Source: an optimization exercise on an open RTL-to-GDS flow (aim: small area and a short achievable clock period). Production flows keep margins and buffers that such runs may drop.
Function was checked by simulation only, so behaviour that the tests miss may differ from the original.
Power figures rest on the tool's default switching activity, not on a simulated workload.

===== design/flow/config.mk =====
export PLATFORM = sky130hd
export DESIGN_NAME = packet_switch
export DESIGN_NICKNAME = packet_switch
export VERILOG_FILES = /design/flow/design.v
export SDC_FILE = /design/flow/constraint.sdc
export NUM_CORES = 4
export LEC_CHECK = 0
export CAP_MARGIN = 20
export CORE_MARGIN = 2
export CORE_UTILIZATION = 40
export SETUP_SLACK_MARGIN = 2.3
export SLEW_MARGIN = 20

===== design/flow/constraint.sdc =====
create_clock -name core_clock -period 4.4 [get_ports {clk}]
set_input_delay 0.8800 -clock core_clock [delete_from_list [all_inputs] [get_ports {clk}]]
set_output_delay 0.8800 -clock core_clock [all_outputs]
set_load 0.01 [all_outputs]

===== design/flow/design.v =====
package switch_pkg;
    localparam int NUM_PORTS = 4;            
    typedef logic [7:0] byte_t;              
    typedef logic [1:0] port_idx_t;          
    typedef struct packed {
        logic      cyc;                      
        logic      stb;                      
        logic      we;                       
        port_idx_t adr;                      
        byte_t     dat;                      
    } wb_req_t;
    typedef struct packed {
        logic  ack;                          
        byte_t dat;                          
    } wb_rsp_t;
    typedef struct packed {
        logic  eop;
        byte_t data;
    } fifo_entry_t;
    typedef struct packed {
        logic  valid;                        
        logic  last;                         
        byte_t data;
    } port_out_t;
    typedef enum logic {RT_IDLE, RT_PAYLOAD} router_state_e;
    typedef enum logic [1:0] {EG_IDLE, EG_SEND, EG_GAP} egress_state_e;
endpackage
module packet_switch
#(
    parameter int FIFO_DEPTH = 32,
    parameter int MAX_PKT    = 16,
    parameter int GAP_CYCLES = 4
) (
    input  logic                  clk,
    input  logic                  reset_b,
    input  logic                  i_wb_cyc,
    input  logic                  i_wb_stb,
    input  logic                  i_wb_we,
    input  logic [1:0]            i_wb_adr,
    input  logic [7:0]            i_wb_dat,
    output logic                  o_wb_ack,
    output logic [7:0]            o_wb_dat,
    input  logic                  i_valid,
    input  logic [7:0]            i_data,
    output logic                  o_stall,
    output logic [switch_pkg::NUM_PORTS-1:0]  o_port_valid,
    output logic [switch_pkg::NUM_PORTS-1:0]  o_port_last,
    output logic [switch_pkg::NUM_PORTS*8-1:0] o_port_data,
    input  logic [switch_pkg::NUM_PORTS-1:0]  i_read
);
    localparam int NP = switch_pkg::NUM_PORTS;
    localparam int RD = 15;                  
    localparam int GW = $clog2(GAP_CYCLES + 1);
    function automatic logic [RD-1:0] rot(input logic [RD-1:0] x);
        rot = {x[RD-2:0], x[RD-1]};
    endfunction
    function automatic logic [8:0] rd_word(input logic [RD-1:0] sel,
                                           input logic [RD*9-1:0] words);
        rd_word = '0;
        for (int i = 0; i < RD; i++) begin
            rd_word = rd_word | ({9{sel[i]}} & words[9*i +: 9]);
        end
    endfunction
    logic       req;
    logic       ack_q;
    logic [7:0] addr_q [NP];
    logic [7:0] rdat_q;                      
    assign req = i_wb_cyc && i_wb_stb;
    always_ff @(posedge clk or negedge reset_b) begin
        if (!reset_b) ack_q <= 1'b0;
        else          ack_q <= req && !ack_q;
    end
    always_ff @(posedge clk or negedge reset_b) begin
        if (!reset_b) begin
            for (int k = 0; k < NP; k++) addr_q[k] <= 8'(k);
        end else if (ack_q && req && i_wb_we) begin
            addr_q[i_wb_adr] <= i_wb_dat;
        end
    end
    always_ff @(posedge clk) rdat_q <= addr_q[i_wb_adr];
    assign o_wb_ack = ack_q;
    assign o_wb_dat = rdat_q;
    logic          rt_pay_q;                 
    logic          hit_q;
    logic [NP-1:0] tgt_q;                    
    logic          pend_q;                   
    logic [NP-1:0] wr_q;                     
    logic [7:0]    data_q;
    logic          match_hit;
    logic [NP-1:0] match_oh;
    always_comb begin
        match_hit = 1'b0;
        match_oh  = '0;
        for (int k = NP - 1; k >= 0; k--) begin
            if (i_data == addr_q[k]) begin
                match_hit = 1'b1;
                match_oh  = NP'(1) << k;
            end
        end
        if (!match_hit) match_oh = NP'(1);   
    end
    always_ff @(posedge clk or negedge reset_b) begin
        if (!reset_b) begin
            rt_pay_q <= 1'b0;
            hit_q    <= 1'b0;
            tgt_q    <= NP'(1);
            pend_q   <= 1'b0;
            wr_q     <= '0;
        end else begin
            pend_q <= rt_pay_q && i_valid && hit_q;
            wr_q   <= {NP{rt_pay_q && i_valid && hit_q}} & tgt_q;
            if (!rt_pay_q) begin
                if (i_valid) begin
                    rt_pay_q <= 1'b1;
                    hit_q    <= match_hit;
                    tgt_q    <= match_oh;
                end
            end else if (!i_valid) begin
                rt_pay_q <= 1'b0;
            end
        end
    end
    always_ff @(posedge clk) data_q <= i_data;
    logic [8:0] in_word;                     
    assign in_word = {!i_valid, data_q};
    logic [RD*9-1:0] ovf_mem;
    logic [RD-1:0]   ovf_wp_q, ovf_rp_q;
    logic       ovf_empty_q;                 
    logic       ovf_one;                     
    logic [8:0] ovf_head_q;
    logic       ovf_hv_q;                    
    logic       ovf_empty;
    logic [NP-1:0] rfull, valid;
    logic          t_full, t_pop;
    assign t_full = |(rfull & tgt_q);
    assign t_pop  = |(valid & i_read & tgt_q);
    assign ovf_empty = ovf_empty_q;
    assign ovf_one   = |(ovf_wp_q & rot(ovf_rp_q));
    logic ovf_we1, ovf_we0, ovf_re1, ovf_hv1, ovf_hv0, ovf_we, ovf_re;
    assign ovf_we1 = ovf_hv_q && pend_q && !ovf_empty;
    assign ovf_we0 = ovf_hv_q && pend_q;
    assign ovf_re1 = ovf_hv_q && !ovf_empty;
    assign ovf_hv1 = ovf_hv_q && (!ovf_empty || pend_q);
    assign ovf_hv0 = ovf_hv_q || (pend_q && t_full);
    assign ovf_we  = t_pop ? ovf_we1 : ovf_we0;
    assign ovf_re  = t_pop && ovf_re1;
    always_ff @(posedge clk) begin
        for (int i = 0; i < RD; i++) begin
            if (ovf_we && ovf_wp_q[i]) ovf_mem[9*i +: 9] <= in_word;
        end
    end
    always_ff @(posedge clk) begin
        if (t_pop || !ovf_hv_q) ovf_head_q <= ovf_empty ? in_word : rd_word(ovf_rp_q, ovf_mem);
    end
    always_ff @(posedge clk or negedge reset_b) begin
        if (!reset_b) begin
            ovf_wp_q  <= RD'(1);
            ovf_rp_q  <= RD'(1);
            ovf_empty_q <= 1'b1;
            ovf_hv_q  <= 1'b0;
        end else begin
            if (ovf_we) ovf_wp_q <= rot(ovf_wp_q);
            if (ovf_re) ovf_rp_q <= rot(ovf_rp_q);
            ovf_empty_q <= t_pop ? (ovf_empty || (!pend_q && ovf_one))
                                 : (ovf_empty && !(ovf_hv_q && pend_q));
            ovf_hv_q  <= t_pop ? ovf_hv1 : ovf_hv0;
        end
    end
    assign o_stall = ovf_hv_q;
    for (genvar p = 0; p < NP; p++) begin : g_lane
        logic [RD*9-1:0] mem;
        logic [RD-1:0] wp_q, rp_q;
        logic          rempty_q, rfull_q;    
        logic          r_one, r_alm;         
        logic [8:0]    head_q;               
        logic          hv_q;                 
        logic          valid_q;              
        logic [GW-1:0] gap_q;                
        logic          rempty, mig, wr, pop, rwe, rre;
        logic [8:0]    ring_word;
        assign rempty   = rempty_q;
        assign rfull[p] = rfull_q;
        assign r_one    = |(wp_q & rot(rp_q));
        assign r_alm    = |(rot(wp_q) & rp_q);
        assign valid[p] = valid_q;
        assign pop      = valid_q && i_read[p];
        assign mig = tgt_q[p] && ovf_hv_q;   
        assign wr  = wr_q[p];                
        logic rwe1, rwe0, hv1, hv0, val1, val0;
        logic [GW-1:0] gap1, gap0;
        assign rwe1 = mig || (wr && !rempty);
        assign rwe0 = !mig && wr && hv_q && !rfull[p];
        assign rwe  = pop ? rwe1 : rwe0;
        assign rre  = pop && !rempty;
        assign hv1  = !rempty || wr;
        assign hv0  = hv_q || wr;
        assign gap1 = head_q[8] ? GW'(GAP_CYCLES) : '0;    
        assign gap0 = (gap_q != '0) ? gap_q - 1'b1 : gap_q;
        assign val1 = hv1 && !head_q[8];
        assign val0 = hv0 && (gap0 == '0);
        assign ring_word = mig ? ovf_head_q : in_word;
        always_ff @(posedge clk) begin
            for (int i = 0; i < RD; i++) begin
                if (rwe && wp_q[i]) mem[9*i +: 9] <= ring_word;
            end
        end
        always_ff @(posedge clk) begin
            if (pop || !hv_q) head_q <= rempty ? in_word : rd_word(rp_q, mem);
        end
        always_ff @(posedge clk or negedge reset_b) begin
            if (!reset_b) begin
                wp_q    <= RD'(1);
                rp_q    <= RD'(1);
                rempty_q <= 1'b1;
                rfull_q  <= 1'b0;
                hv_q    <= 1'b0;
                valid_q <= 1'b0;
                gap_q   <= '0;
            end else begin
                if (rwe) wp_q <= rot(wp_q);
                if (rre) rp_q <= rot(rp_q);
                rempty_q <= pop ? (rempty || (!rwe1 && r_one))
                                : (rempty && !rwe0);
                rfull_q  <= pop ? (rfull_q && rwe1)
                                : (rfull_q || (rwe0 && r_alm));
                hv_q    <= pop ? hv1  : hv0;
                valid_q <= pop ? val1 : val0;
                gap_q   <= pop ? gap1 : gap0;
            end
        end
        assign o_port_valid[p]       = valid_q;
        assign o_port_last[p]        = head_q[8];
        assign o_port_data[8*p +: 8] = head_q[7:0];
    end
endmodule

===== design/flow/run.sh =====
#!/bin/bash
# synth_recipe.tcl (not shown) runs the flow's synth.tcl, then flattens the netlist and writes it again
# the make line also repeats each setting of config.mk as NAME=value (left out here)
make -C /OpenROAD-flow-scripts/flow DESIGN_CONFIG=/design/flow/config.mk WORK_HOME=/design/flow/orfs CLKGATE_MAP_FILE= SYNTH_SCRIPT=/design/flow/synth_recipe.tcl finish

==> results of run 1 <==
-- kinds of logic (layout without fill, tap and decap cells) --
group | Yosys count | in the layout
AO/OA/AOI/OAI | 532 | 537
buffers and inverters | 156 | 370
XOR/XNOR | 34 | 34
multiplexers | 226 | 226
AND/OR/NAND/NOR | 338 | 369
flip-flops | 960 | 960
adder cells (fa/ha/maj) | 12 | 12
-- power breakdown --
group	switching [W]	total, W	internal (W)
registers	0.000159	0.0102	0.0101
logic	0.000919	0.00155	0.000629
clock network	0.00354	0.00847	0.00493
total	0.00462	0.0202	0.0156
-- stage by stage --
| step | utilization | total power [W] | hold WS (ns) | cell area, µm² | cells |
|---|---|---|---|---|---|
| floorplan | - | 0.0111 | 0.426 | 37500 | 2258 |
| global placement | 0.430 | 0.0118 | 0.445 | 39400 | 3422 |
| detailed placement | 0.430 | 0.0119 | 0.456 | 39400 | 3422 |
| CTS | 0.470 | 0.0202 | 0.180 | 43000 | 3645 |
| global route | 0.477 | 0.0209 | 0.194 | 43700 | 3694 |
| finish | 0.477 | 0.0202 | 0.170 | 43700 | 3694 |
-- flip-flops by register name, indices dropped and copies added, names as in the netlist, 9 cells and up --
name           count
g_lane.rp_q       60
ovf_wp_q          15
ovf_mem          135
g_lane.wp_q       60
addr_q            32
g_lane.head_q     36
ovf_head_q         9
g_lane.mem       540
g_lane.gap_q      12
ovf_rp_q          15
-- final timing paths --
path / endpoint / slack (ns) / cells after the start
worst min register to register: g_lane[3].gap_q[0] / 0.46 / 1
worst min-delay path: g_lane[1].rp_q[2] / 0.17 / 1
min in group core_clock: g_lane[3].gap_q[0] / 0.46 / 1
worst max-delay path: o_stall / 2.19 / 2
worst max register to register: g_lane[3].wp_q[12] / 2.20 / 10
max in group asynchronous: g_lane[3].valid_q / 3.19 / 2
-- routing by layer --
metal	vias up	share of wire	global-route usage	routed length (µm)
li1	9362	-	-	-
met3	233	0.11	0.0522	11700
met1	11800	0.42	0.326	45700
met5	-	0.00053	0	58
met4	10	0.033	0.0693	3580
met2	1406	0.44	0.335	48700
-- area by class of cell --
type	instances	area [µm²]	area share
clock inverter	55	596	0.0136
sequential	960	27600	0.631
clock buffer	131	2670	0.0610
tap	1186	1480	0.0339
inverter	34	131	0.00300
multi-input combinational	1178	9790	0.224
timing repair buffer	150	1480	0.0338
-- cell usage in the layout, fill, tap and decap left out, types with 14 or more instances in the layout --
cell,instances
nand2_1,28
a22oi_1,277
a22o_1,47
dfstp_2,17
clkinv_2,14
clkbuf_1,27
buf_2,39
and2_2,25
mux2_2,147
dfrtp_1,193
a21oi_1,106
buf_4,39
buf_6,23
nand4_1,53
nor2_1,78
edfxtp_1,720
nand3_1,60
and2_4,80
inv_1,33
clkbuf_16,106
xor2_1,34
mux2_4,71
dfxtp_1,16
a221oi_1,46
clkdlybuf4s50_1,15
clkinv_1,17
-- repair_timing --
action | 4_1_cts | 5_1_grt
buffers inserted | 30 | 13
pin swaps | 7 | 9
gates resized for setup | 266 | 62
gates cloned | 7 | 36
hold endpoints to repair | 0 | 0
endpoints found under the setup margin | 860 | 740
==> results.tsv, run 1 <==
stage	metric	value	unit
synthesis	syn_nets	2298	
die	row_count	111	
clock_tree	worst_setup_hold_path_clk_slew	0.06	ns
synthesis	ys_types	43	
final_layout	fillCellCount	7712	
worst_setup_path	startpoint	ovf_hv_q	
worst_setup_path	critPathArrivalTime	1.33	ns
worst_setup_path	critPathBufInv	2	
synthesis	seq_area_frac_synth	0.745	
timing	clock_skew	0.0261	ns
synthesis	synth_ff_type	edfxtp_1	
clock_tree	root_buffer	clkbuf_16	
synthesis	muxShareOfSynthArea	0.0727	
synthesis	synthAdderAreaFrac	0.00406	
worst_setup_path	start_kind	register	
clock_tree	cts.htree.levels	3	
clock_tree	cts_tree	done	
synthesis	yosysTopAreaCellShare	0.584	
min_path	hp-class	input pin to asynchronous set/reset pin	
die	dieWidth	308	µm
die	die_y	308	µm
timing	worstMarginPinSlew	0.862	ns
clock_tree	numCtsBuffers	100	
synthesis	postSynthCellCount	2258	
die	core	0.0917	mm²
global_routing	grt_pass1_vias	22000	
synthesis	synthXorXnorAreaFrac	0.00805	
synthesis	async_flop_share	0.233	
worst_setup_path	worstPathMaxFanout	3	
worst_setup_path	cpPeakStageDelay	0.41	ns
run	drv_cap	0	
placed_design	gp_congestion	0.969	
clock_tree	cts_buffer_depth	3	
timing	finalSetupViolCount	0	
clock_tree	ctsHoldBuffers	0	
global_routing	grt_pass1_wl	156	mm
final_layout	syn_to_final_growth	18.3	%
final_layout	antenna_cells	0	
timing	drv_slew	0	
clock_tree	worst_skew_pair.late_latency	0.67	ns
timing	maxSlewHeadroom	0.425	
detailed_routing	drt_pass1_iterations	6	
synthesis	yosysWarnings	2	
run_status	outcome	complete, no violations	
final_layout	drive_gt1_frac	0.272	
synthesis	synth-edff-count	720	
final_layout	nets	2464	
timing	fmax	452	MHz
synthesis	synth-simple-area-share	0.0483	
worst_setup_path	path_cells	buf_6 > buf_6	
synthesis	yosysTopAreaCell	edfxtp_1	
worst_setup_path	crit_family	flip-flops	
synthesis	yosysMostFrequentCell	edfxtp_1	
detailed_routing	viasPerCell	6.17	
placed_design	io_buffers	77	
placed_design	hpwl	68.7	mm
pwr	p_per_area	463	mW/mm²
synthesis	synth_top_family_by_area	compound AO/OA/AOI/OAI gates	
synthesis	synthTopCellsByCount	edfxtp_1, a22oi_1, dfrtp_1	
placed_design	pre_cts_ws	0.846	ns
timing	rsz0062_at_grt	true	
worst_setup_path	cp-end-kind	primary output	
worst_setup_path	cp_slowest_cell	dfrtp_2	
detailed_routing	ant_nets	0	
detailed_routing	wl	110	mm
die	start_util	0.404	
worst_setup_path	crit_required	3.52	ns
global_routing	grt_max_degree	88	
detailed_routing	num_vias	22800	
timing	layout_setup_ws	2.19	ns
timing	setup_tns	0	ns
global_routing	overflow	0	
synthesis	synth.ff_latch_count	960	
detailed_routing	drc	0	
synthesis	synth-compound-area-share	0.104	
timing	period_needed	2.21	ns
die	ios	78	
synthesis	syn_area	0.0370	mm²
synthesis	syn_avg_cell_area	16.4	µm²
clock_tree	clkSinkCount	960	
global_routing	grt_use_total	0.224	
die	dieArea	0.0949	mm²
worst_setup_path	reg2reg_from	ovf_hv_q	
worst_setup_path	cp_common_cell	buf_6	
synthesis	synthTopCellsByArea	edfxtp_1, dfrtp_1, mux2_2, a22oi_1, a21oi_1	
detailed_routing	drt_iter0_markers	3501	
pwr	irDropWorstVdd	0.331	mV
global_routing	antenna_found_initial	6	
timing	period_share	0.503	
detailed_routing	routedWlPerCell	29.7	µm
pwr	p_leak	15.8	nW
timing	hold_viol_final	0	
worst_setup_path	worstSetupPathType	register to primary output	
==> run 2, diff against run 1 <==
--- a/design/flow/config.mk
+++ b/design/flow/config.mk
@@ -9,4 +9,6 @@
 export CORE_MARGIN = 2
 export CORE_UTILIZATION = 40
+export CTS_CLUSTER_DIAMETER = 60
+export CTS_CLUSTER_SIZE = 30
 export SETUP_SLACK_MARGIN = 2.3
 export SLEW_MARGIN = 20
==> run 2 against run 1 <==
Against the previous run: die area stayed put; fmax is 0.63% higher; sequential cell count stayed put; critical path type unchanged; clock power is about 10% lower; sequential share of layout area is 0.66 points higher; synthesized cell count stayed put; non-clock buffer count is 1 higher; combinational power hardly changed.
==> results.tsv, run 2 <==
stage	metric	value	unit
run_status	outcome	complete, no violations	
timing	hold_viol_final	0	
timing	fmax	454	MHz
synthesis	synth-edff-count	720	
timing	setup_tns	0	ns
synthesis	async_flop_share	0.233	
final_layout	antenna_cells	0	
detailed_routing	drt_iter0_markers	3395	
global_routing	antenna_found_initial	7	
final_layout	regArea	0.0276	mm²
synthesis	synthTopCellsByCount	edfxtp_1, a22oi_1, dfrtp_1	
pwr	total_power	0.0193	W
final_layout	final_cell_mix	edfxtp_1, a22oi_1, dfrtp_1, mux2_2, a21oi_1	
final_layout	drive_gt1_frac	0.277	
global_routing	grt_use_total	0.226	
placed_design	gp_congestion	0.969	
timing	worstMarginPinSlew	0.822	ns
detailed_routing	wl	109	mm
timing	rsz0062_at_grt	true	
synthesis	yosysTopAreaCellShare	0.584	
timing	maxSlewHeadroom	0.451	
clock_tree	numCtsBuffers	74	
synthesis	syn_avg_cell_area	16.4	µm²
pwr	irDropWorstVdd	0.266	mV
final_layout	multiInputGateArea	0.00980	mm²
global_routing	overflow	0	
pwr	p_leak	15.6	nW
detailed_routing	viasPerCell	6.14	
synthesis	synthTopCellsByArea	edfxtp_1, dfrtp_1, mux2_2, a22oi_1, a21oi_1	
worst_setup_path	cp-end-kind	primary output	
clock_tree	root_buffer	clkbuf_16	
timing	clock_skew	0.0347	ns
synthesis	postSynthCellCount	2258	
placed_design	placed_cell_area	0.0394	mm²
pwr	p_per_area	447	mW/mm²
timing	period_share	0.500	
final_layout	fillCellCount	7750	
worst_setup_path	worstPathMaxFanout	3	
min_path	hp-class	input pin to asynchronous set/reset pin	
clock_tree	cts_tree	done	
die	dieArea	0.0949	mm²
final_layout	syn_to_final_growth	17.0	%
clock_tree	worst_skew_pair.late_latency	0.66	ns
synthesis	seq_area_frac_synth	0.745	
global_routing	grt_pass1_wl	156	mm
detailed_routing	drc	0	
placed_design	hpwl	68.7	mm
synthesis	yosysTopAreaCell	edfxtp_1	
clock_tree	cts.htree.levels	3	
clock_tree	cts_buffer_depth	3	
timing	finalSetupViolCount	0	
worst_setup_path	crit_required	3.52	ns
global_routing	grt_pass1_vias	21800	
final_layout	final_cells	3652	
die	row_count	111	
global_routing	grt_max_degree	88	
synthesis	syn_nets	2298	
synthesis	synth.ff_latch_count	960	
detailed_routing	drt_pass1_iterations	7	
synthesis	yosysWarnings	2	
synthesis	synth_ff_type	edfxtp_1	
die	ios	78	
placed_design	pre_cts_ws	0.846	ns
synthesis	ys_types	43	
clock_tree	worst_setup_hold_path_clk_slew	0.08	ns
run	drv_cap	0	
final_layout	nets	2444	
worst_setup_path	start_kind	register	
final_layout	largest_reg_flops	540	
placed_design	io_buffers	77	
timing	layout_setup_ws	2.20	ns
placed_design	placed_cells	3422	
timing	drv_slew	0	
final_layout	final_common_cell	edfxtp_1	
detailed_routing	num_vias	22400	
die	core	0.0917	mm²
timing	period_needed	2.20	ns
final_layout	stdcell_area	0.0433	mm²
die	start_util	0.404	
worst_setup_path	critPathArrivalTime	1.32	ns
detailed_routing	ant_nets	0	
final_layout	top_register	g_lane.mem	
die	die_y	308	µm
worst_setup_path	worstSetupPathType	register to primary output	
final_layout	top_regs	g_lane.mem x540, ovf_mem x135	
synthesis	syn_area	0.0370	mm²
die	dieWidth	308	µm
clock_tree	clkSinkCount	960	
synthesis	yosysMostFrequentCell	edfxtp_1	
detailed_routing	routedWlPerCell	29.8	µm
[run 2: cell types whose count changed in the layout (fill, tap and decap cells not counted), sizes merged]
| cell | delta |
|---|---|
| clkinv | -14 |
| bufinv | -6 |
| o21ai | -2 |
| clkdlybuf4s15 | -2 |
| clkinvlp | -5 |
| dlygate4sd2 | +3 |
| clkbuf | -45 |
| and2 | +7 |
| clkdlybuf4s50 | -2 |
| inv | +25 |
| dlymetal6s2s | -1 |
[run 2: final cells by class]
class,count,share of cell area
timing repair buffer,151,0.0343
sequential,960,0.637
inverter,34,0.00303
tap,1186,0.0343
clock inverter,55,0.0192
multi-input combinational,1183,0.226
clock buffer,83,0.0455
[run 2: path summary, 6_finish.rpt]
| kind | start | to | slack, ns | depth (start not counted) |
|---|---|---|---|---|
| max | ovf_hv_q | o_stall | 2.20 | 2 |
| min | reset_b | g_lane[1].rp_q[5] | 0.18 | 1 |
| max reg2reg | ovf_hv_q | g_lane[3].wp_q[6] | 2.30 | 9 |
| min reg2reg | g_lane[3].gap_q[0] | g_lane[3].gap_q[0] | 0.46 | 1 |
| max in group asynchronous | reset_b | g_lane[3].valid_q | 3.21 | 2 |
| min in group core_clock | g_lane[3].gap_q[0] | g_lane[3].gap_q[0] | 0.46 | 1 |
[run 2: per-layer routing]
| layer | GRT usage | share of wire | vias up |
|---|---|---|---|
| met4 | 0.0657 | 0.032 | 10 |
| met2 | 0.339 | 0.44 | 1375 |
| met1 | 0.319 | 0.41 | 11500 |
| met3 | 0.0658 | 0.11 | 213 |
| li1 | - | - | 9298 |
| met5 | 0 | 0.00048 | - |
[run 2: report_power, final]
group	internal, W	switching (W)	leakage, nW	total (W)
Sequential	0.0100	0.000156	9.67	0.0102
Combinational	0.000626	0.000905	4.57	0.00153
Clock	0.00382	0.00379	1.35	0.00761
Total	0.0145	0.00485	15.6	0.0193
[run 2: kinds of logic (layout without fill, tap and decap cells)]
logic type / after synthesis / after routing / synth area share
AND/OR/NAND/NOR: 338 / 376 / 0.0483
multiplexers: 226 / 226 / 0.0727
XOR/XNOR: 34 / 34 / 0.00805
adder cells (fa/ha/maj): 12 / 12 / 0.00406
flip-flops: 960 / 960 / 0.745
buffers and inverters: 156 / 323 / 0.0177
AO/OA/AOI/OAI: 532 / 535 / 0.104
[run 2: critical path, cell delays in order (launching register included)]
cell	delay, ns
dfrtp_2	0.42
buf_6	0.14
buf_6	0.12
[run 2: timing repair]
| item | in CTS | in global routing |
|---|---|---|
| endpoints found under the hold margin | 0 | 0 |
| setup endpoints to repair | 863 | 702 |
| resized for setup | 262 | 67 |
| cloned | 24 | 24 |
| setup buffers | 31 | 13 |
| pin swaps | 6 | 7 |
| hold buffers | 0 | 0 |
[run 2: stage by stage]
step / utilization / hold WS [ns]
4_1_cts: 0.467 / 0.204
2_1_floorplan: - / 0.426
3_5_place_dp: 0.430 / 0.456
3_3_place_gp: 0.430 / 0.445
5_1_grt: 0.472 / 0.208
6_report: 0.472 / 0.180
==> run 3, diff against run 2 <==
--- a/design/flow/config.mk
+++ b/design/flow/config.mk
@@ -9,5 +9,5 @@
 export CORE_MARGIN = 2
 export CORE_UTILIZATION = 40
-export CTS_CLUSTER_DIAMETER = 60
+export CTS_CLUSTER_DIAMETER = 100
 export CTS_CLUSTER_SIZE = 30
 export SETUP_SLACK_MARGIN = 2.3
==> run 3 against run 2 <==
Against the previous run: largest power group unchanged; setup slack improved by 0.0095 ns; count of clock-buffer cells in the layout decreased by 19; largest cell class unchanged; synthesized cell count unchanged; first-iteration DRC count decreased by 1.1%; cell count decreased by 1.9%; still clean on timing, DRC and antenna; sequential share of layout area increased by 2.5 points; critical endpoint is now g_lane[0].mem[95].
==> results.tsv, run 3 <==
stage	metric	value	unit
final_layout	drive_gt1_frac	0.246	
timing	period_share	0.498	
die	dieWidth	308	µm
timing	maxSlewHeadroom	0.464	
synthesis	syn_nets	2298	
final_layout	largest_reg_flops	540	
clock_tree	clkSinkCount	960	
die	start_util	0.404	
detailed_routing	num_vias	22200	
run	drv_cap	0	
detailed_routing	drt_iter0_markers	3358	
timing	rsz0062_at_grt	true	
final_layout	nets	2403	
synthesis	yosysMostFrequentCell	edfxtp_1	
pwr	p_per_area	393	mW/mm²
timing	finalSetupViolCount	0	
clock_tree	ctsHoldBuffers	0	
worst_setup_path	worstSetupPathType	register to register	
clock_tree	numCtsBuffers	39	
pwr	irDropWorstVdd	0.282	mV
timing	period_needed	2.19	ns
clock_tree	worst_skew_pair.late_latency	0.61	ns
final_layout	top_regs	g_lane.mem x540, ovf_mem x135	
worst_setup_path	cp-end-kind	register	
timing	drv_slew	0	
final_layout	top_register	g_lane.mem	
final_layout	final_cell_mix	edfxtp_1, a22oi_1, dfrtp_1, mux2_2, a21oi_1	
synthesis	synth_ff_type	edfxtp_1	
worst_setup_path	critPathArrivalTime	2.55	ns
detailed_routing	wl	108	mm
worst_setup_path	crit_required	4.76	ns
global_routing	use_met3	0.0398	
synthesis	syn_area	0.0370	mm²
final_layout	multiInputGateArea	0.00985	mm²
synthesis	postSynthCellCount	2258	
synthesis	ys_types	43	
timing	setup_tns	0	ns
worst_setup_path	startpoint	tgt_q[0]	
synthesis	syn_avg_cell_area	16.4	µm²
placed_design	pre_cts_ws	0.846	ns
global_routing	grt_pass1_vias	21300	
die	dieArea	0.0949	mm²
timing	hold_viol_final	0	
global_routing	busiest_layer	met2	
global_routing	met1_usage	0.325	
die	die_y	308	µm
synthesis	async_flop_share	0.233	
synthesis	yosysTopAreaCellShare	0.584	
clock_tree	root_buffer	clkbuf_16	
final_layout	final_cells	3581	
global_routing	grt_max_degree	88	
detailed_routing	viasPerCell	6.21	
synthesis	synthTopCellsByArea	edfxtp_1, dfrtp_1, mux2_2, a22oi_1, a21oi_1	
detailed_routing	drt_pass1_iterations	6	
clock_tree	worst_setup_hold_path_clk_slew	0.11	ns
timing	holdWs	0.216	ns
placed_design	placed_cells	3422	
global_routing	overflow	0	
synthesis	synth-edff-count	720	
timing	clock_skew	0.0322	ns
die	row_count	111	
final_layout	final_common_cell	edfxtp_1	
timing	worstMarginPinSlew	0.803	ns
synthesis	synthTopCellsByCount	edfxtp_1, a22oi_1, dfrtp_1	
die	core	0.0917	mm²
clock_tree	cts.htree.levels	2	
clock_tree	cts_buffer_depth	3	
detailed_routing	drc	0	
synthesis	seq_area_frac_synth	0.745	
global_routing	use_met2	0.334	
timing	layout_setup_ws	2.21	ns
pwr	p_leak	14.7	nW
global_routing	antenna_found_initial	4	
synthesis	yosysTopAreaCell	edfxtp_1	
detailed_routing	ant_nets	0	
global_routing	grt_pass1_wl	152	mm
worst_setup_path	reg2reg_from	tgt_q[0]	
placed_design	hpwl	68.7	mm
worst_setup_path	worstPathMaxFanout	7	
synthesis	synth.ff_latch_count	960	
placed_design	gp_congestion	0.969	
min_path	hp-class	input pin to asynchronous set/reset pin	
timing	fmax	456	MHz
global_routing	grt_use_total	0.219	
detailed_routing	routedWlPerCell	30.1	µm
worst_setup_path	start_kind	register	
run_status	outcome	complete, no violations	
final_layout	fillCellCount	7926	
final_layout	regArea	0.0276	mm²
synthesis	yosysWarnings	2	
final_layout	syn_to_final_growth	12.6	%
clock_tree	cts_tree	done	
die	ios	78	
placed_design	io_buffers	77	
pwr	total_power	0.0164	W
==> run 3: cell counts after synthesis <==
No cell type changed its count.
==> run 3: path summary, 6_finish.rpt <==
| path | cells after the start | to | slack [ns] |
|---|---|---|---|
| hold reg to reg | 1 | g_lane[2].gap_q[0] | 0.48 |
| setup / recovery | 7 | g_lane[0].mem[95] | 2.21 |
| setup reg to reg | 7 | g_lane[0].mem[95] | 2.21 |
| max in group asynchronous | 2 | g_lane[3].rp_q[2] | 3.15 |
| min in group core_clock | 1 | g_lane[2].gap_q[0] | 0.48 |
| hold / removal | 1 | g_lane[1].rp_q[5] | 0.22 |
==> run 3: area by class of cell <==
| type | instances | share of cell area |
|---|---|---|
| Clock buffer | 64 | 0.0269 |
| Antenna cell | 2 | 0.000120 |
| Inverter | 34 | 0.00315 |
| Clock inverter | 7 | 0.00228 |
| Multi-Input combinational cell | 1186 | 0.236 |
| Timing Repair Buffer | 142 | 0.0330 |
| Sequential cell | 960 | 0.662 |
| Tap cell | 1186 | 0.0356 |
==> run 3: routing by layer <==
| layer | part of all wire | up-vias |
|---|---|---|
| li1 | - | 9164 |
| met1 | 0.42 | 11500 |
| met2 | 0.45 | 1351 |
| met3 | 0.10 | 202 |
| met4 | 0.029 | 4 |
| met5 | 0.00017 | - |
==> run 3: kinds of logic (layout without fill, tap and decap cells) <==
kind of cell,after synthesis,after routing,share of synthesized area
AO/OA/AOI/OAI,532,537,0.104
XOR/XNOR,34,34,0.00805
adder cells (fa/ha/maj),12,12,0.00406
buffers and inverters,156,247,0.0177
flip-flops,960,960,0.745
multiplexers,226,226,0.0727
other,0,2,0
AND/OR/NAND/NOR,338,377,0.0483
==> run 3: power breakdown <==
| group | total [W] | switching (W) | internal [W] |
|---|---|---|---|
| combinational | 0.00151 | 0.000906 | 0.000608 |
| sequential | 0.0102 | 0.000153 | 0.0100 |
| clock | 0.00465 | 0.00277 | 0.00188 |
==> run 3: what timing repair did <==
item | CTS | global route
setup endpoints to repair | 868 | 561
cloned | 8 | 41
gates resized for setup | 253 | 63
setup buffers | 29 | 8
pin swaps | 6 | 12
==> run 3: through the flow <==
step	instance area, µm²	utilization
floorplan	37500	-
global placement	39400	0.430
detailed placement	39400	0.430
CTS	41000	0.448
global route	41700	0.454
finish	41700	0.454
==> run 3: worst max-delay path, stage by stage, from the launching register on <==
cell and delay (ns):
dfstp_2 0.68, nand2_1 0.10, buf_6 0.15, nor3b_4 0.16, o21ai_4 0.26, o21ai_4 0.18
buf_12 0.18, and2_2 0.22
==> run 4, diff against run 3 <==
--- a/design/flow/config.mk
+++ b/design/flow/config.mk
@@ -6,9 +6,10 @@
 export NUM_CORES = 4
 export LEC_CHECK = 0
+export ABC_AREA = 1
 export CAP_MARGIN = 20
 export CORE_MARGIN = 2
 export CORE_UTILIZATION = 40
 export CTS_CLUSTER_DIAMETER = 100
-export CTS_CLUSTER_SIZE = 30
+export CTS_CLUSTER_SIZE = 25
 export SETUP_SLACK_MARGIN = 2.3
 export SLEW_MARGIN = 20
==> run 4 against run 3 <==
Against the previous run: critical path depth decreased by 6; setup slack got worse by 0.094 ns; clock power increased by 5.4%; die area increased by 3.6%; via count increased by 11%; largest power group unchanged.
==> results.tsv, run 4 <==
stage	metric	value	unit
timing	finalSetupViolCount	0	
clock_tree	worst_skew_pair.late_latency	0.66	ns
global_routing	busiest_layer	met2	
worst_setup_path	worst-path-stages	1	
pwr	p_leak	16.3	nW
worst_setup_path	endpoint	o_port_data[25]	
global_routing	grt_max_degree	83	
min_path	hp-class	input pin to asynchronous set/reset pin	
timing	period_needed	2.29	ns
timing	rsz0062_at_grt	true	
timing	layout_setup_ws	2.11	ns
timing	fmax	438	MHz
synthesis	yosysTopAreaCell	edfxtp_1	
clock_tree	worst_setup_hold_path_clk_slew	0.10	ns
synthesis	ys_types	42	
final_layout	final_util	0.459	
placed_design	hpwl	69.5	mm
final_layout	final_cell_mix	nand2_1, edfxtp_1, inv_1, dfrtp_1, nor2_1	
clock_tree	cts_tree	done	
die	core	0.0950	mm²
final_layout	top_regs	g_lane.mem x540, ovf_mem x135	
placed_design	pre_cts_ws	1.09	ns
placed_design	placed_cell_area	0.0405	mm²
die	dieArea	0.0983	mm²
worst_setup_path	reg2reg_from	ovf_hv_q	
synthesis	synthTopCellsByArea	edfxtp_1, dfrtp_1, nand2_1, a221oi_1, nor2_1	
synthesis	yosysWarnings	2	
timing	drv_slew	0	
synthesis	synthTopCellsByCount	nand2_1, edfxtp_1, nor2_1	
final_layout	top_register	g_lane.mem	
detailed_routing	wl	106	mm
pwr	irDropWorstVdd	0.284	mV
synthesis	syn_nets	3234	
global_routing	grt_pass1_wl	156	mm
global_routing	met1_usage	0.298	
detailed_routing	routedWlPerCell	23.0	µm
synthesis	synth-edff-count	720	
global_routing	use_met3	0.0449	
global_routing	antenna_found_initial	0	
pwr	total_power	0.0229	W
timing	clock_skew	0.0425	ns
detailed_routing	drt_iter0_markers	3441	
synthesis	seq_area_frac_synth	0.719	
synthesis	postSynthCellCount	3194	
timing	hold_viol_final	0	
die	row_count	113	
detailed_routing	drc	0	
global_routing	overflow	0	
die	start_util	0.403	
synthesis	async_flop_share	0.233	
clock_tree	numCtsBuffers	45	
synthesis	yosysMostFrequentCell	nand2_1	
clock_tree	cts_buffer_depth	3	
worst_setup_path	cpPeakStageDelay	0.56	ns
worst_setup_path	cp-end-kind	primary output	
synthesis	synth.ff_latch_count	960	
worst_setup_path	start_kind	register	
final_layout	syn_to_final_growth	13.8	%
final_layout	drive_gt1_frac	0.153	
pwr	p_per_area	524	mW/mm²
synthesis	synth_ff_type	edfxtp_1	
timing	worstMarginPinSlew	1.05	ns
clock_tree	clkSinkCount	960	
global_routing	grt_use_total	0.212	
worst_setup_path	critPathBufInv	1	
global_routing	grt_pass1_vias	23800	
worst_setup_path	worst_r2r_endpoint	g_lane[2].mem[51]	
timing	maxSlewHeadroom	0.297	
worst_setup_path	worstSetupPathType	register to primary output	
final_layout	nets	3361	
clock_tree	ctsHoldBuffers	0	
worst_setup_path	path_cells	buf_2	
timing	period_share	0.519	
placed_design	io_buffers	77	
timing	setup_tns	0	ns
worst_setup_path	startpoint	g_lane[3].head_q[1]	
clock_tree	root_buffer	clkbuf_16	
detailed_routing	num_vias	24800	
die	dieWidth	314	µm
worst_setup_path	critPathArrivalTime	1.41	ns
detailed_routing	viasPerCell	5.36	
worst_setup_path	cp_slowest_cell	edfxtp_1	
detailed_routing	ant_nets	0	
placed_design	gp_congestion	0.885	
run_status	outcome	complete, no violations	
detailed_routing	drt_pass1_iterations	5	
run	drv_cap	0	
worst_setup_path	worstRegToRegCells	8	
synthesis	yosysTopAreaCellShare	0.564	
worst_setup_path	r2r_setup_slack	2.24	ns
die	ios	78	
worst_setup_path	crit_family	flip-flops	
synthesis	syn_area	0.0383	mm²
final_layout	final_common_cell	nand2_1	
clock_tree	cts.htree.levels	2	
final_layout	stdcell_area	0.0436	mm²
global_routing	use_met2	0.336	
final_layout	largest_reg_flops	540	
die	die_y	314	µm
worst_setup_path	worstPathMaxFanout	2	
worst_setup_path	crit_required	3.52	ns
synthesis	syn_avg_cell_area	12.0	µm²
-- run 4: cell types whose count changed after synthesis, sizes merged, moves of 47 or more --
cell    before   now
a21oi      106    18
a221oi      49   171
a22o        47     0
a22oi      277     2
and2        80     1
inv         34   228
mux2       218     8
nand2       34  1021
nor2        82   264
o21ai       21   227
-- run 4: power breakdown --
part	total (W)	internal, W	switching, W
clock network	0.00490	0.00206	0.00285
logic	0.00567	0.00173	0.00394
registers	0.0123	0.0112	0.00111
-- run 4: cell families after synthesis --
family | after synthesis | synth area share
xor+xnor | 24 | 0.00548
simple gates | 1352 | 0.140
mux | 8 | 0.00235
flops | 960 | 0.719
buf+inv | 374 | 0.0424
compound gates | 464 | 0.0864
fa+ha+maj | 12 | 0.00392
-- run 4: layer usage --
layer | share of wire | vias to the layer above
met4 | 0.025 | 0
li1 | - | 11300
met2 | 0.47 | 1078
met5 | 0 | -
met1 | 0.42 | 12200
met3 | 0.089 | 141
-- run 4: layout make-up --
type | count | area (µm²)
clock inverters | 4 | 57.6
well taps | 1265 | 1580
multi-input cells | 1895 | 10300
repair buffers | 186 | 1920
diodes | 1 | 2.50
clock buffers | 80 | 1300
fillers | 8591 | 51400
inverters | 233 | 888
flip-flops and latches | 960 | 27600
-- run 4: per-stage QoR --
step,hold slack [ns],cells
after floorplan,0.449,3194
after global placement,0.461,4428
after detailed placement,0.455,4429
after CTS,0.240,4587
after global routing,0.258,4623
final,0.207,4624
-- run 4: worst min path at each step --
| stage | start | slack [ns] | to |
|---|---|---|---|
| floorplan | g_lane[0].rfull_q | 0.45 | g_lane[0].rfull_q |
| global placement | ack_q | 0.46 | ack_q |
| detailed placement | ack_q | 0.45 | ack_q |
| CTS | reset_b | 0.24 | g_lane[1].wp_q[9] |
| global route | reset_b | 0.26 | addr_q[0][7] |
| finish | reset_b | 0.21 | addr_q[3][2] |
-- run 4: timing repair --
item                       4_1_cts  5_1_grt
pin swaps                       51       24
resized for setup              294       28
setup endpoints to repair     1138      858
gates cloned                    15       22
setup buffers                   59       14
==> run 5, diff against run 4 <==
--- a/design/flow/config.mk
+++ b/design/flow/config.mk
@@ -6,5 +6,4 @@
 export NUM_CORES = 4
 export LEC_CHECK = 0
-export ABC_AREA = 1
 export CAP_MARGIN = 20
 export CORE_MARGIN = 2
@@ -12,4 +11,4 @@
 export CTS_CLUSTER_DIAMETER = 100
 export CTS_CLUSTER_SIZE = 25
-export SETUP_SLACK_MARGIN = 2.3
+export SETUP_SLACK_MARGIN = 2.45
 export SLEW_MARGIN = 20
==> run 5 against run 4 <==
Against the previous run: still clean; register-to-register slack worse by 0.03 ns; non-clock buffer count is 24 higher; sequential cell count stayed put; setup slack better by 0.075 ns; critical path type unchanged; critical endpoint is now o_port_data[22].
==> results.tsv, run 5 <==
stage	metric	value	unit
placed_design	hpwl	67.4	mm
worst_setup_path	path_cells	buf_2	
timing	setup_tns	0	ns
synthesis	synthTopCellsByCount	edfxtp_1, a22oi_1, dfrtp_1	
final_layout	nets	2519	
detailed_routing	drc	0	
synthesis	syn_nets	2298	
synthesis	syn_area	0.0370	mm²
worst_setup_path	worstSetupPathType	register to primary output	
clock_tree	cts_tree	done	
clock_tree	cts.htree.levels	2	
synthesis	muxShareOfSynthArea	0.0727	
synthesis	yosysTopAreaCellShare	0.584	
pwr	p_per_area	388	mW/mm²
synthesis	async_flop_share	0.233	
synthesis	yosysMostFrequentCell	edfxtp_1	
worst_setup_path	worstRegToRegCells	7	
worst_setup_path	cp_slowest_cell	edfxtp_1	
detailed_routing	drt_pass1_iterations	6	
final_layout	fillCellCount	7696	
final_layout	top_regs	g_lane.mem x540, ovf_mem x135	
worst_setup_path	crit_family	flip-flops	
final_layout	top_register	g_lane.mem	
timing	rsz0062_at_grt	true	
global_routing	grt_pass1_vias	22400	
global_routing	grt_max_degree	85	
worst_setup_path	start_kind	register	
global_routing	grt_pass1_wl	159	mm
timing	hold_viol_final	0	
final_layout	antenna_cells	0	
timing	finalSetupViolCount	0	
clock_tree	cts_buffer_depth	3	
die	dieWidth	308	µm
die	dieArea	0.0949	mm²
synthesis	yosysWarnings	2	
worst_setup_path	crit_required	3.52	ns
timing	period_share	0.502	
die	core	0.0917	mm²
clock_tree	worst_setup_hold_path_clk_slew	0.10	ns
detailed_routing	viasPerCell	6.25	
timing	maxSlewHeadroom	0.443	
synthesis	synth-compound-area-share	0.104	
placed_design	gp_congestion	0.978	
timing	worstMarginPinSlew	0.834	ns
timing	fmax	452	MHz
synthesis	synth.ff_latch_count	960	
synthesis	synthAdderAreaFrac	0.00406	
die	start_util	0.404	
clock_tree	worst_skew_pair.late_latency	0.63	ns
worst_setup_path	critPathBufInv	1	
global_routing	overflow	0	
synthesis	synth_top_family_by_area	compound AO/OA/AOI/OAI gates	
detailed_routing	ant_nets	0	
pwr	p_leak	15.5	nW
placed_design	io_buffers	77	
timing	holdWs	0.217	ns
pwr	irDropWorstVdd	0.241	mV
detailed_routing	num_vias	23100	
final_layout	regArea	0.0276	mm²
worst_setup_path	startpoint	g_lane[2].head_q[6]	
worst_setup_path	cpPeakStageDelay	0.52	ns
synthesis	postSynthCellCount	2258	
detailed_routing	drt_iter0_markers	3326	
synthesis	syn_avg_cell_area	16.4	µm²
worst_setup_path	cp-end-kind	primary output	
final_layout	syn_to_final_growth	17.2	%
timing	clock_skew	0.0348	ns
detailed_routing	wl	111	mm
clock_tree	root_buffer	clkbuf_16	
die	die_y	308	µm
final_layout	largest_reg_flops	540	
final_layout	drive_gt1_frac	0.295	
worst_setup_path	worstPathMaxFanout	1	
global_routing	antenna_found_initial	5	
worst_setup_path	reg2reg_from	g_lane[1].valid_q	
die	ios	78	
final_layout	final_common_cell	edfxtp_1	
clock_tree	numCtsBuffers	46	
die	row_count	111	
synthesis	seq_area_frac_synth	0.745	
detailed_routing	routedWlPerCell	30.0	µm
clock_tree	clkSinkCount	960	
synthesis	synth_ff_type	edfxtp_1	
worst_setup_path	critPathArrivalTime	1.33	ns
synthesis	synth-simple-area-share	0.0483	
synthesis	synthTopCellsByArea	edfxtp_1, dfrtp_1, mux2_2, a22oi_1, a21oi_1	
final_layout	final_cell_mix	edfxtp_1, a22oi_1, dfrtp_1, and2_4, mux2_2	
global_routing	grt_use_total	0.228	
synthesis	synthXorXnorAreaFrac	0.00805	
run_status	outcome	complete, no violations	
final_layout	multiInputGateArea	0.0104	mm²
synthesis	yosysTopAreaCell	edfxtp_1	
worst_setup_path	worst-path-stages	1	
synthesis	ys_types	43	
run	drv_cap	0	
synthesis	synth-edff-count	720	
min_path	hp-class	input pin to asynchronous set/reset pin	
timing	period_needed	2.21	ns
timing	drv_slew	0	
clock_tree	ctsHoldBuffers	0	
[run 5: cell types whose count changed in the layout (fill, tap and decap cells not counted), moves of 41 or more]
cell      before  now
a22oi_1        2  277
nor2_1       181   77
nand2_1      966   26
o21ai_0      125   13
buf_6          1   42
nor2_4        85    2
mux2_2         8  135
inv_1        223   33
a21oi_1       18  106
a22o_1         0   47
and2_4         0  151
o21ai_2       81    3
mux2_4         0   86
a221oi_1     170   40
[run 5: final cells by class]
type | count | share of cell area
clock inverter | 6 | 0.00179
sequential | 960 | 0.637
clock buffer | 80 | 0.0310
tap | 1186 | 0.0342
inverter | 34 | 0.00303
timing repair buffer | 210 | 0.0533
multi-input combinational | 1227 | 0.240
[run 5: per-stage QoR]
| step | setup WS (ns) | cell area [µm²] | instances | utilization | power [W] |
|---|---|---|---|---|---|
| final | 2.19 | 43400 | 3703 | 0.473 | 0.0168 |
| after global routing | 2.17 | 43400 | 3703 | 0.473 | 0.0174 |
| after CTS | 2.16 | 42600 | 3651 | 0.465 | 0.0168 |
| after detailed placement | 0.930 | 39400 | 3419 | 0.430 | 0.0119 |
| after global placement | 0.958 | 39400 | 3419 | 0.430 | 0.0118 |
| after floorplan | 2.21 | 37600 | 2258 | - | 0.0112 |
[run 5: kinds of logic (layout without fill, tap and decap cells)]
logic type,Yosys count,count (layout)
simple gates,338,419
xor+xnor,34,34
mux,226,229
buf+inv,156,330
fa+ha+maj,12,12
flops,960,960
compound gates,532,533
[run 5: timing repair]
action	CTS	global route
setup endpoints to repair	1425	933
pin swaps	20	6
resized for setup	398	102
setup buffers	71	22
gates cloned	75	30
[run 5: path summary, 6_finish.rpt]
check,end,slack (ns)
max,o_port_data[22],2.19
min,g_lane[1].wp_q[5],0.22
max reg2reg,g_lane[1].mem[91],2.21
min reg2reg,g_lane[2].gap_q[0],0.47
max in group asynchronous,g_lane[3].wp_q[0],3.20
min in group core_clock,g_lane[2].gap_q[0],0.47
[run 5: layer usage]
layer	share of wire	vias to the layer above	track usage
met5	0.00057	-	0
met4	0.037	10	0.0658
met3	0.11	270	0.0458
met2	0.45	1565	0.348
met1	0.40	11800	0.331
li1	-	9467	-
[run 5: power by group]
part | internal [W] | switching [W] | total (W)
Clock | 0.00214 | 0.00286 | 0.00500
Combinational | 0.000692 | 0.000906 | 0.00160
Sequential | 0.0100 | 0.000185 | 0.0102
==> run 6, diff against run 5 <==
--- a/design/flow/config.mk
+++ b/design/flow/config.mk
@@ -11,4 +11,4 @@
 export CTS_CLUSTER_DIAMETER = 100
 export CTS_CLUSTER_SIZE = 25
-export SETUP_SLACK_MARGIN = 2.45
+export SETUP_SLACK_MARGIN = 2.2
 export SLEW_MARGIN = 20
==> run 6 against run 5 <==
Against the previous run: count of clock-buffer cells in the layout is 2 lower; utilization is 2.3 points lower; global-route usage is 0.83 points lower; largest cell class unchanged; cell count is 3.9% lower; clock skew is 0.0028 ns lower; fmax is 2.2% lower; clock power is 4.4% lower.
==> results.tsv, run 6 <==
stage	metric	value	unit
placed_design	gp_congestion	0.922	
synthesis	muxShareOfSynthArea	0.0727	
detailed_routing	drt_iter0_markers	3434	
pwr	p_per_area	401	mW/mm²
worst_setup_path	cpPeakStageDelay	0.54	ns
synthesis	synth_ff_type	edfxtp_1	
worst_setup_path	worstPathMaxFanout	3	
global_routing	overflow	0	
final_layout	top_regs	g_lane.mem x540, ovf_mem x135	
detailed_routing	routedWlPerCell	30.1	µm
min_path	hp-class	input pin to asynchronous set/reset pin	
timing	drv_slew	0	
final_layout	syn_to_final_growth	11.5	%
clock_tree	ctsHoldBuffers	0	
worst_setup_path	critPathArrivalTime	1.38	ns
pwr	irDropWorstVdd	0.278	mV
die	core	0.0917	mm²
worst_setup_path	path_cells	buf_2	
placed_design	pre_cts_ws	0.956	ns
worst_setup_path	worst-path-stages	1	
final_layout	nets	2377	
synthesis	syn_nets	2298	
timing	layout_setup_ws	2.14	ns
synthesis	synth-simple-area-share	0.0483	
final_layout	top_register	g_lane.mem	
final_layout	drive_gt1_frac	0.217	
final_layout	antenna_cells	0	
worst_setup_path	cp-end-kind	primary output	
clock_tree	cts_buffer_depth	3	
timing	finalSetupViolCount	0	
detailed_routing	dr_wl_met3	10.5	mm
run_status	outcome	complete, no violations	
synthesis	postSynthCellCount	2258	
clock_tree	worst_setup_hold_path_clk_slew	0.10	ns
worst_setup_path	worst_r2r_endpoint	g_lane[2].mem[26]	
detailed_routing	ant_nets	0	
timing	setup_tns	0	ns
worst_setup_path	worstRegToRegCells	7	
final_layout	stdcell_area	0.0412	mm²
detailed_routing	wl_met1	43.5	mm
die	row_count	111	
synthesis	synthXorXnorAreaFrac	0.00805	
synthesis	yosysMostFrequentCell	edfxtp_1	
synthesis	syn_avg_cell_area	16.4	µm²
synthesis	ys_types	43	
final_layout	fillCellCount	7991	
timing	worstMarginPinSlew	1.00	ns
placed_design	io_buffers	77	
global_routing	grt_use_total	0.220	
detailed_routing	top_layer	met5	
die	die_y	308	µm
final_layout	final_cells	3559	
clock_tree	cts_tree	done	
synthesis	synthTopCellsByArea	edfxtp_1, dfrtp_1, mux2_2, a22oi_1, a21oi_1	
final_layout	largest_reg_flops	540	
pwr	p_leak	14.6	nW
worst_setup_path	crit_required	3.52	ns
worst_setup_path	crit_family	flip-flops	
detailed_routing	drc	0	
worst_setup_path	worstSetupPathType	register to primary output	
placed_design	placed_cell_area	0.0392	mm²
final_layout	final_common_cell	edfxtp_1	
worst_setup_path	endpoint	o_port_last[1]	
timing	period_share	0.514	
worst_setup_path	critPathBufInv	1	
synthesis	syn_area	0.0370	mm²
final_layout	final_cell_mix	edfxtp_1, a22oi_1, mux2_2, dfrtp_1, a21oi_1	
timing	period_needed	2.26	ns
synthesis	async_flop_share	0.233	
detailed_routing	viasPerCell	6.19	
die	dieArea	0.0949	mm²
clock_tree	root_buffer	clkbuf_16	
synthesis	yosysTopAreaCell	edfxtp_1	
global_routing	grt_pass1_wl	153	mm
clock_tree	worst_skew_pair.late_latency	0.63	ns
detailed_routing	num_vias	22000	
synthesis	yosysWarnings	2	
global_routing	antenna_found_initial	6	
timing	rsz0062_at_grt	true	
die	start_util	0.404	
worst_setup_path	r2r_setup_slack	2.16	ns
clock_tree	clkSinkCount	960	
global_routing	grt_pass1_vias	21300	
worst_setup_path	start_kind	register	
detailed_routing	drt_pass1_iterations	6	
synthesis	synth-edff-count	720	
timing	maxSlewHeadroom	0.330	
synthesis	synth_top_family_by_area	compound AO/OA/AOI/OAI gates	
synthesis	seq_area_frac_synth	0.745	
timing	fmax	442	MHz
clock_tree	numCtsBuffers	44	
detailed_routing	dr_wl_met2	49.9	mm
placed_design	placed_cells	3416	
detailed_routing	wl	107	mm
placed_design	hpwl	69.0	mm
die	dieWidth	308	µm
timing	holdWs	0.305	ns
synthesis	yosysTopAreaCellShare	0.584	
worst_setup_path	cp_slowest_cell	edfxtp_1	
global_routing	grt_max_degree	110	
run	drv_cap	0	
worst_setup_path	reg2reg_from	ovf_hv_q	
worst_setup_path	startpoint	g_lane[1].head_q[8]	
timing	hold_viol_final	0	
clock_tree	cts.htree.levels	2	
timing	clock_skew	0.0320	ns
synthesis	synthAdderAreaFrac	0.00406	
die	ios	78	
synthesis	synth.ff_latch_count	960	
synthesis	synthTopCellsByCount	edfxtp_1, a22oi_1, dfrtp_1	
synthesis	synth-compound-area-share	0.104	
==> run 6: cell counts after synthesis <==
No cell type changed its count.
==> run 6: cell families after synthesis <==
| group | count (synthesis) |
|---|---|
| compound gates | 532 |
| xor+xnor | 34 |
| fa+ha+maj | 12 |
| buf+inv | 156 |
| flops | 960 |
| mux | 226 |
| simple gates | 338 |
==> run 6: where the power goes <==
| group | leakage (nW) | switching [W] | internal (W) |
|---|---|---|---|
| registers | 9.67 | 0.000194 | 0.0100 |
| clock network | 0.619 | 0.00280 | 0.00198 |
| logic | 4.29 | 0.000894 | 0.000615 |
| total | 14.6 | 0.00388 | 0.0126 |
==> run 6: area by class of cell <==
type	instances	area (µm²)	area share
Clock inverter	4	33.8	0.000819
Inverter	34	128	0.00309
Tap cell	1186	1480	0.0360
Timing Repair Buffer	122	1170	0.0285
Clock buffer	78	1260	0.0305
Multi-Input combinational cell	1175	9590	0.232
Sequential cell	960	27600	0.669
==> run 6: metrics by stage <==
stage / util / power (W)
floorplan: - / 0.0111
global placement: 0.427 / 0.0118
detailed placement: 0.427 / 0.0119
CTS: 0.444 / 0.0165
global route: 0.450 / 0.0171
finish: 0.450 / 0.0165
==> run 6: how the worst min path moves through the flow <==
| stage | end | depth (start not counted) |
|---|---|---|
| global route | g_lane[1].wp_q[3] | 1 |
| floorplan | ovf_empty_q | 1 |
| global placement | ack_q | 1 |
| detailed placement | g_lane[3].gap_q[0] | 1 |
| CTS | g_lane[1].rp_q[13] | 1 |
| finish | g_lane[1].wp_q[3] | 1 |
==> run 6: timing repair <==
item,CTS,global route
cloned,7,26
resized for setup,141,71
setup buffers,14,14
setup endpoints to repair,850,792
pin swaps,7,24
endpoints found under the hold margin,0,0
==> run 6: per-layer routing <==
metal	up-vias	global-route usage
met5	-	0
met2	1317	0.347
met4	6	0.0589
met3	213	0.0423
li1	9123	-
met1	11400	0.312
==> run 7, diff against run 6 <==
--- a/design/flow/config.mk
+++ b/design/flow/config.mk
@@ -11,4 +11,4 @@
 export CTS_CLUSTER_DIAMETER = 100
 export CTS_CLUSTER_SIZE = 25
-export SETUP_SLACK_MARGIN = 2.2
+export SETUP_SLACK_MARGIN = 2.3
 export SLEW_MARGIN = 20
==> run 7 against run 6 <==
Against the previous run: die area unchanged; total power up 0.58%; sequential share of layout area decreased by 0.83 points; register-to-register slack improved by 0.07 ns; sequential power barely moved; utilization grew 0.60 points; synthesized cell count unchanged; combinational power barely moved; count of clock-buffer cells in the layout down 2; hold slack lost 0.10 ns; via count up 1.3%; critical endpoint is now o_stall; largest power group unchanged.
==> results.tsv, run 7 <==
stage	metric	value	unit
worst_setup_path	worstSetupPathType	register to primary output	
synthesis	ys_types	43	
timing	period_needed	2.18	ns
clock_tree	worst_skew_pair.late_latency	0.65	ns
final_layout	final_cell_mix	edfxtp_1, a22oi_1, dfrtp_1, mux2_2, a21oi_1	
worst_setup_path	worstRegToRegCells	8	
synthesis	seq_area_frac_synth	0.745	
synthesis	yosysWarnings	2	
timing	worstMarginPinSlew	0.799	ns
die	ios	78	
pwr	total_power	0.0166	W
final_layout	top_register	g_lane.mem	
synthesis	postSynthCellCount	2258	
synthesis	synth-edff-count	720	
placed_design	io_buffers	77	
synthesis	synth.ff_latch_count	960	
die	start_util	0.404	
final_layout	top_regs	g_lane.mem x540, ovf_mem x135	
detailed_routing	drc	0	
timing	hold_viol_final	0	
global_routing	overflow	0	
synthesis	yosysTopAreaCell	edfxtp_1	
synthesis	syn_area	0.0370	mm²
worst_setup_path	r2r_setup_slack	2.23	ns
timing	clock_skew	0.0424	ns
worst_setup_path	worstPathMaxFanout	3	
worst_setup_path	endpoint	o_stall	
pwr	p_per_area	398	mW/mm²
pwr	p_leak	14.8	nW
final_layout	regArea	0.0276	mm²
detailed_routing	ant_nets	0	
worst_setup_path	critPathArrivalTime	1.30	ns
detailed_routing	wl	108	mm
placed_design	gp_congestion	0.969	
die	die_y	308	µm
detailed_routing	viasPerCell	6.21	
placed_design	hpwl	68.7	mm
detailed_routing	drt_iter0_markers	3561	
timing	maxSlewHeadroom	0.466	
run_status	outcome	complete, no violations	
timing	finalSetupViolCount	0	
timing	layout_setup_ws	2.22	ns
clock_tree	ctsHoldBuffers	0	
detailed_routing	drt_pass1_iterations	6	
global_routing	grt_max_degree	88	
die	row_count	111	
clock_tree	numCtsBuffers	45	
run	drv_cap	0	
timing	drv_slew	0	
timing	fmax	459	MHz
synthesis	async_flop_share	0.233	
worst_setup_path	worst_r2r_endpoint	g_lane[0].wp_q[4]	
synthesis	yosysTopAreaCellShare	0.584	
final_layout	fillCellCount	7904	
global_routing	grt_use_total	0.220	
pwr	irDropWorstVdd	0.303	mV
placed_design	pre_cts_ws	0.846	ns
synthesis	synth_ff_type	edfxtp_1	
final_layout	nets	2410	
clock_tree	root_buffer	clkbuf_16	
worst_setup_path	reg2reg_from	tgt_q[0]	
timing	holdWs	0.202	ns
global_routing	grt_pass1_vias	21400	
detailed_routing	num_vias	22300	
detailed_routing	routedWlPerCell	30.1	µm
clock_tree	cts.htree.levels	2	
final_layout	multiInputGateArea	0.00983	mm²
global_routing	grt_pass1_wl	153	mm
timing	rsz0062_at_grt	true	
die	dieWidth	308	µm
worst_setup_path	crit_required	3.52	ns
clock_tree	clkSinkCount	960	
final_layout	final_util	0.456	
synthesis	syn_avg_cell_area	16.4	µm²
worst_setup_path	start_kind	register	
timing	period_share	0.496	
final_layout	syn_to_final_growth	13.0	%
synthesis	syn_nets	2298	
clock_tree	cts_buffer_depth	3	
worst_setup_path	cp-end-kind	primary output	
final_layout	drive_gt1_frac	0.249	
global_routing	antenna_found_initial	5	
worst_setup_path	startpoint	ovf_hv_q	
min_path	hp-class	input pin to asynchronous set/reset pin	
timing	setup_tns	0	ns
synthesis	synthTopCellsByCount	edfxtp_1, a22oi_1, dfrtp_1	
die	core	0.0917	mm²
clock_tree	worst_setup_hold_path_clk_slew	0.10	ns
final_layout	largest_reg_flops	540	
die	dieArea	0.0949	mm²
clock_tree	cts_tree	done	
final_layout	final_common_cell	edfxtp_1	
synthesis	synthTopCellsByArea	edfxtp_1, dfrtp_1, mux2_2, a22oi_1, a21oi_1	
synthesis	yosysMostFrequentCell	edfxtp_1	
==> run 7: cell counts after synthesis <==
No cell type changed its count.
==> run 7: final cells by class <==
type | count | share of cell area
Antenna cell | 1 | 0.0000599
Clock buffer | 76 | 0.0305
Clock inverter | 8 | 0.00236
Inverter | 34 | 0.00314
Multi-Input combinational cell | 1182 | 0.235
Sequential cell | 960 | 0.660
Tap cell | 1186 | 0.0355
Timing Repair Buffer | 147 | 0.0329
==> run 7: per-layer routing <==
metal,GRT usage,share of wire,vias to the layer above
met5,0,0.00043,-
met4,0.0581,0.030,8
met3,0.0449,0.11,188
met2,0.334,0.45,1359
met1,0.323,0.42,11600
li1,-,-,9181
==> run 7: worst min-delay path by stage <==
stage / endpoint / slack [ns]
2_1_floorplan: ovf_empty_q / 0.43
3_3_place_gp: ovf_empty_q / 0.45
3_5_place_dp: g_lane[3].gap_q[0] / 0.46
4_1_cts: g_lane[1].rp_q[7] / 0.21
5_1_grt: g_lane[1].rp_q[2] / 0.22
6_report: g_lane[1].rp_q[5] / 0.20
==> run 7: kinds of logic (layout without fill, tap and decap cells) <==
group           after synthesis  after routing  synth area share
compound gates              532            537             0.104
xor+xnor                     34             34           0.00805
fa+ha+maj                    12             12           0.00406
buf+inv                     156            265            0.0177
flops                       960            960             0.745
mux                         226            226            0.0727
other cells                   0              1                 0
simple gates                338            373            0.0483
==> run 7: metrics by stage <==
stage          cells  area (µm²)
2_1_floorplan   2258       37500
3_3_place_gp    3422       39400
3_5_place_dp    3422       39400
4_1_cts         3547       41200
5_1_grt         3593       41800
6_report        3594       41800
==> run 7: power by group <==
group	switching, W	leakage (nW)	internal (W)
clock	0.00284	0.661	0.00206
sequential	0.000151	9.67	0.0100
combinational	0.000914	4.51	0.000612
==> run 7: worst max-delay path, cell delays in order, from the launching register on <==
cell	delay (ns)
dfrtp_2	0.42
buf_6	0.14
buf_6	0.12
==> run 7: repair_timing <==
| action | CTS | global route |
|---|---|---|
| endpoints found under the setup margin | 863 | 633 |
| cloned | 9 | 34 |
| pin swaps | 8 | 15 |
| setup buffers | 32 | 12 |
| hold endpoints to repair | 0 | 0 |
| resized for setup | 265 | 64 |
==> run 8, diff against run 7 <==
--- a/design/flow/config.mk
+++ b/design/flow/config.mk
@@ -8,7 +8,8 @@
 export CAP_MARGIN = 20
 export CORE_MARGIN = 2
-export CORE_UTILIZATION = 40
+export CORE_UTILIZATION = 65
 export CTS_CLUSTER_DIAMETER = 100
 export CTS_CLUSTER_SIZE = 25
+export PLACE_DENSITY = 0.8
 export SETUP_SLACK_MARGIN = 2.3
 export SLEW_MARGIN = 20
==> run 8 against run 7 <==
Against the previous run: still clean on timing, DRC and antenna; setup slack worse by 0.059 ns; final area fell by 2.1%; clock power is 4% lower; synthesized area unchanged; hold slack better by 0.058 ns; sequential cell count unchanged; largest power group unchanged; highest routed layer unchanged.
==> results.tsv, run 8 <==
stage	metric	value	unit
run_status	outcome	complete, no violations	
worst_setup_path	worstPathMaxFanout	1	
pwr	switching_share	0.232	
die	ios	78	
timing	fmax	446	MHz
final_layout	regArea	0.0276	mm²
timing	finalSetupViolCount	0	
worst_setup_path	critPathBufInv	1	
final_layout	syn_to_final_growth	10.6	%
final_layout	top_regs	g_lane.mem x540, ovf_mem x135	
synthesis	yosysTopAreaCellShare	0.584	
clock_tree	clkSinkCount	960	
global_routing	grt_max_degree	87	
pwr	combPwrFrac	0.088	
die	dieWidth	243	µm
worst_setup_path	r2r_setup_slack	2.31	ns
die	row_count	87	
worst_setup_path	critPathArrivalTime	1.36	ns
synthesis	syn_nets	2298	
global_routing	antenna_found_initial	3	
placed_design	hpwl	64.3	mm
global_routing	grt_use_total	0.335	
final_layout	multiInputGateArea	0.00967	mm²
clock_tree	worst_skew_pair.late_latency	0.63	ns
final_layout	fillCellCount	3463	
detailed_routing	routedWlPerCell	31.7	µm
global_routing	overflow	0	
timing	layout_setup_ws	2.16	ns
final_layout	top_register	g_lane.mem	
clock_tree	ctsHoldBuffers	0	
timing	hold_viol_final	0	
synthesis	synth_ff_type	edfxtp_1	
run	drv_cap	0	
detailed_routing	wl	99.9	mm
worst_setup_path	crit_family	flip-flops	
final_layout	nets	2394	
timing	drv_slew	0	
synthesis	ys_types	43	
die	dieArea	0.0588	mm²
pwr	pwr-share-seq	0.625	
placed_design	placed_cells	2989	
final_layout	drive_gt1_frac	0.239	
worst_setup_path	worst_r2r_endpoint	g_lane[1].mem[99]	
timing	worstMarginPinSlew	0.994	ns
synthesis	yosysTopAreaCell	edfxtp_1	
detailed_routing	drt_pass1_iterations	8	
clock_tree	cts_buffer_depth	3	
clock_tree	root_buffer	clkbuf_16	
detailed_routing	num_vias	22500	
synthesis	synthTopCellsByCount	edfxtp_1, a22oi_1, dfrtp_1	
placed_design	pre_cts_ws	0.889	ns
final_layout	largest_reg_flops	540	
timing	period_needed	2.24	ns
synthesis	yosysWarnings	2	
worst_setup_path	path_cells	buf_2	
synthesis	synth-edff-count	720	
synthesis	async_flop_share	0.233	
pwr	p_per_area	401	mW/mm²
worst_setup_path	worstSetupPathType	register to primary output	
pwr	p_switching	0.00381	W
placed_design	io_buffers	77	
clock_tree	cts_tree	done	
final_layout	final_cell_mix	edfxtp_1, a22oi_1, dfrtp_1, mux2_2, a21oi_1	
worst_setup_path	startpoint	g_lane[1].head_q[6]	
timing	maxSlewHeadroom	0.337	
min_path	hp-class	input pin to asynchronous set/reset pin	
timing	setup_tns	0	ns
die	start_util	0.657	
synthesis	synth.ff_latch_count	960	
pwr	power.share.clock	0.286	
timing	period_share	0.509	
==> run 8: cell counts after synthesis <==
Identical to the previous run, type by type.
==> run 8: timing repair <==
action / CTS / global route
setup buffers: 29 / 16
pin swaps: 12 / 8
gates cloned: 10 / 20
setup endpoints to repair: 876 / 718
resized for setup: 248 / 49
endpoints found under the hold margin: 0 / 0
==> run 8: power groups by stage <==
stage	combinational, W	sequential (W)	clock [W]
global route	0.00156	0.0103	0.00504
detailed placement	0.00138	0.0105	0
floorplan	0.000706	0.0104	0
CTS	0.00137	0.0103	0.00471
global placement	0.00132	0.0105	0
finish	0.00145	0.0103	0.00470
==> run 8: area by class of cell <==
class,instances,area share
flip-flops and latches,960,0.674
inverters,34,0.00312
clock buffers,79,0.0306
multi-input cells,1166,0.236
well taps,756,0.0231
diodes,2,0.000122
repair buffers,148,0.0316
clock inverters,3,0.000826
==> run 8: worst max-delay path by stage <==
| stage | endpoint | slack, ns |
|---|---|---|
| 2_1_floorplan | g_lane[0].mem[10] | 2.21 |
| 3_3_place_gp | g_lane[2].wp_q[9] | 0.93 |
| 3_5_place_dp | g_lane[2].wp_q[9] | 0.89 |
| 4_1_cts | o_port_last[1] | 2.14 |
| 5_1_grt | o_port_last[1] | 2.13 |
| 6_report | o_port_data[14] | 2.16 |
==> run 8: layer usage <==
metal  global-route usage  vias up  routed length (µm)
li1                     -     9138                   -
met1                0.491    11300               36600
met2                0.510     1864               45900
met3               0.0740      270               13400
met4                0.106        4                3960
met5                    0        -                  22
==> run 8: cell families after synthesis <==
| group | share of synthesized area |
|---|---|
| compound gates | 0.104 |
| mux | 0.0727 |
| xor+xnor | 0.00805 |
| fa+ha+maj | 0.00406 |
| flops | 0.745 |
| simple gates | 0.0483 |
| buf+inv | 0.0177 |
==> run 8: metrics by stage <==
| step | area [µm²] | total power [W] |
|---|---|---|
| after CTS | 40500 | 0.0163 |
| after detailed placement | 38800 | 0.0119 |
| after global placement | 38800 | 0.0118 |
| after floorplan | 37500 | 0.0111 |
| final | 40900 | 0.0164 |
| after global routing | 40900 | 0.0169 |

-- separate check: timing with driven ports --
In the flow no input, the clock included, has a driving cell. The finished layouts below were timed again as built, in two steps. Step 1, drivers: a clkbuf_16 drives clk and a buf_2 each remaining input, both assumed. Step 2 times the ports against the registers' clock, not the clock port: input delays grow and output delays shrink by t, the midpoint of the rising clock arrivals with the driver on. Slacks: ideal / step 1 / step 2; pairs: ideal / step 1.
run	t, ns	slack for setup (ns)
run 1	0.722	2.185 / 2.117 / 1.606
run 2	0.716	2.199 / 2.131 / 1.636
run 3	0.661	2.209 / 2.150 / 1.617
run 4	0.702	2.114 / 2.047 / 1.602
run 5	0.684	2.189 / 2.122 / 1.598
run 6	0.684	2.139 / 2.073 / 1.549
run 7	0.693	2.219 / 2.152 / 1.615
run 8	0.681	2.160 / 2.101 / 1.638
After both steps every run listed still meets setup and hold.
